This design comes from an exercise in tuning for small area, a short achievable clock period and few clock cycles per item on the open sky130 flow, not from production work. The RTL was checked by simulation tests, not by an equivalence proof against the original design.

## job 1416
## ooo_core_top
module ooo_core_top (
    input  logic        clk,
    input  logic        rst,
    input  logic        in_valid,
    input  logic [2:0]  in_op,
    input  logic [4:0]  in_rd,
    input  logic [4:0]  in_rs1,
    input  logic [4:0]  in_rs2,
    input  logic [31:0] in_imm,
    input  logic        in_use_imm,
    output logic        in_ready,
    output logic        commit_valid,
    output logic [4:0]  commit_rd,
    output logic [31:0] commit_value,
    output logic [31:0] commit_seq
);
    logic [31:1][31:0] rf;
    logic        ready_q;
    logic        wd_en;       
    logic [31:1] we;          
    logic [31:1] hold;        
    logic [31:1] xw;          
    logic        i_valid;
    logic [2:0]  i_op;
    logic [4:0]  i_rd;
    logic [31:0] i_imm;
    logic        i_use_imm;
    logic [31:1] i_sel_a;     
    logic [31:1] i_sel_b;     
    logic        i_fwd_a;     
    logic        i_fwd_b;
    logic        i_byp_a;     
    logic        i_byp_b;
    logic        x_valid;
    logic [4:0]  x_rd;
  ...
==> flow/config.mk <==
export PLATFORM = sky130hd
export DESIGN_NAME = ooo_core_top
export DESIGN_NICKNAME = ooo_core_top
export VERILOG_FILES = /design/flow/design.v
export SDC_FILE = /design/flow/constraint.sdc
export NUM_CORES = 8
export LEC_CHECK = 0
export CAP_MARGIN = 20
export CORE_MARGIN = 2
export CORE_UTILIZATION = 65
export CTS_BUF_LIST = sky130_fd_sc_hd__clkbuf_16
export CTS_CLUSTER_DIAMETER = 80
export CTS_CLUSTER_SIZE = 24
export PLACE_DENSITY = 0.75
export SETUP_SLACK_MARGIN = 5
export SLEW_MARGIN = 20
export SYNTH_HIERARCHICAL = 1
==> flow/constraint.sdc <==
create_clock -name core_clock -period 9.0 [get_ports {clk}]
set_input_delay 1.8000 -clock core_clock [delete_from_list [all_inputs] [get_ports {clk}]]
set_output_delay 1.8000 -clock core_clock [all_outputs]
set_load 0.01 [all_outputs]
standard.sh (not shown) runs the stock make flow with config.mk's settings and CLKGATE_MAP_FILE= SYNTH_SCRIPT=/design/flow/synth_recipe.tcl, a recipe that flattens the netlist after the stock synthesis.
==> flow/flow/run.sh <==
#!/bin/bash
# The standard layout (the standard.sh, standard synthesis unchanged) with
# these changes to how the layout is made:
#  * before floorplanning, every combinational cell is set to its smallest
#    drive strength (flow/downsize.tcl); repair upsizes what the timing needs
#  * floorplanning removes synthesis buffers instead of repairing timing there
#  * ports are buffered with buf_2 (the default picks a delay cell); repair
#    resizes port buffers as the timing needs
# ORFS writes each step's log under orfs/logs/; make's own output goes to
# standard.log.
set -euo pipefail
here=$(pwd)
bash standard.sh SETUP_SLACK_MARGIN=6.08 REMOVE_ABC_BUFFERS=1 \
    PRE_FLOORPLAN_TCL="$here/flow/downsize.tcl" \
    BUFFER_PORTS_ARGS="-buffer_cell sky130_fd_sc_hd__buf_2" finish > standard.log 2>&1
==> flow/flow/downsize.tcl <==
# Set every combinational cell to the smallest drive strength of its kind; the
# flow's timing repair then upsizes only what the timing needs.
set block [ord::get_db_block]
set db [ord::get_db]
array set smallest {}
foreach lib [$db getLibs] {
  foreach m [$lib getMasters] {
    set n [$m getName]
    if {[regexp {^(sky130_fd_sc_hd__[a-z0-9]+)_([0-9]+)$} $n -> base sz]} {
      set lc [get_lib_cells -quiet $n]
      if {$lc eq ""} continue
      if {[get_property $lc dont_use]} continue
      set a [expr {[$m getWidth] * [$m getHeight]}]
      if {![info exists smallest($base)] || $a < [lindex $smallest($base) 1] ||
          ($a == [lindex $smallest($base) 1] && $sz == 1)} {
        set smallest($base) [list $n $a]
      }
    }
  }
}
set changed 0
foreach inst [$block getInsts] {
  set m [$inst getMaster]
  if {[$m isSequential]} continue
  set n [$m getName]
  if {![regexp {^(sky130_fd_sc_hd__[a-z0-9]+)_([0-9]+)$} $n -> base sz]} continue
  if {[string match "*clkbuf*" $base] || [string match "*conb*" $base]} continue
  if {![info exists smallest($base)]} continue
  set to [lindex $smallest($base) 0]
  if {$to ne $n} {
    replace_cell [$inst getName] $to
    incr changed
  }
}
puts "downsize: changed $changed instances"
Job 1416 | stages: all done | timing, DRC, antenna: all pass
Testbench counts of job 1416, summed over its fixed seeds: cycles 16,024, items 16,000.
For job 1384, these inputs were changed with respect to job 1416:
Settings: TNS_END_PERCENT: unset -> 50.
diff --git a/flow/flow/run.sh b/flow/flow/run.sh
--- a/flow/flow/run.sh
+++ b/flow/flow/run.sh
@@ -12,3 +12,3 @@
 here=$(pwd)
-bash standard.sh SETUP_SLACK_MARGIN=6.08 REMOVE_ABC_BUFFERS=1 \
+bash standard.sh SETUP_SLACK_MARGIN=6.15 REMOVE_ABC_BUFFERS=1 \
     PRE_FLOORPLAN_TCL="$here/flow/downsize.tcl" \
- Job 1416 → job 1384: count of clock-buffer cells in the layout held; multi-input gate count held; fraction of standard cell area that is sequential held; area taken by flip-flops and latches held.
- Summary — number of vias in the routed layout, job 1384 relative to job 1416: higher, by about 0.5%.

-- what the ideal ports hide --
How much do the figures lean on ideal ports? The routed layouts below were timed once more, with nothing changed but the port constraints. Step 1 (the two cells are an assumption about what drives the block):
set clk [get_ports {clk}]
set_driving_cell -lib_cell sky130_fd_sc_hd__clkbuf_16 $clk
set_driving_cell -lib_cell sky130_fd_sc_hd__buf_2 [delete_from_list [all_inputs] $clk]
Step 2 also shifts input and output timing later by t, the mid clock arrival at the registers, as if the neighbouring blocks saw the same clock. a / b / c = no drivers / after step 1 / after step 2; a / b = the first two.
run | shift t [ns] | setup WS [ns] | worst hold slack (ns) | slew at the worst register clock pin (ns)
job 1416 | 0.735 | 6.053 / 5.981 / 5.669 | 0.422 / 0.422 / 0.422 | 0.11 / 0.11
job 1384 | 0.736 | 6.056 / 5.986 / 5.649 | 0.422 / 0.422 / 0.422 | 0.10 / 0.10
After both steps setup and hold are still met in every run listed. For job 1384, which loses most, drivers alone change the setup slack by -0.070 ns; drivers and shift together by -0.407 ns.
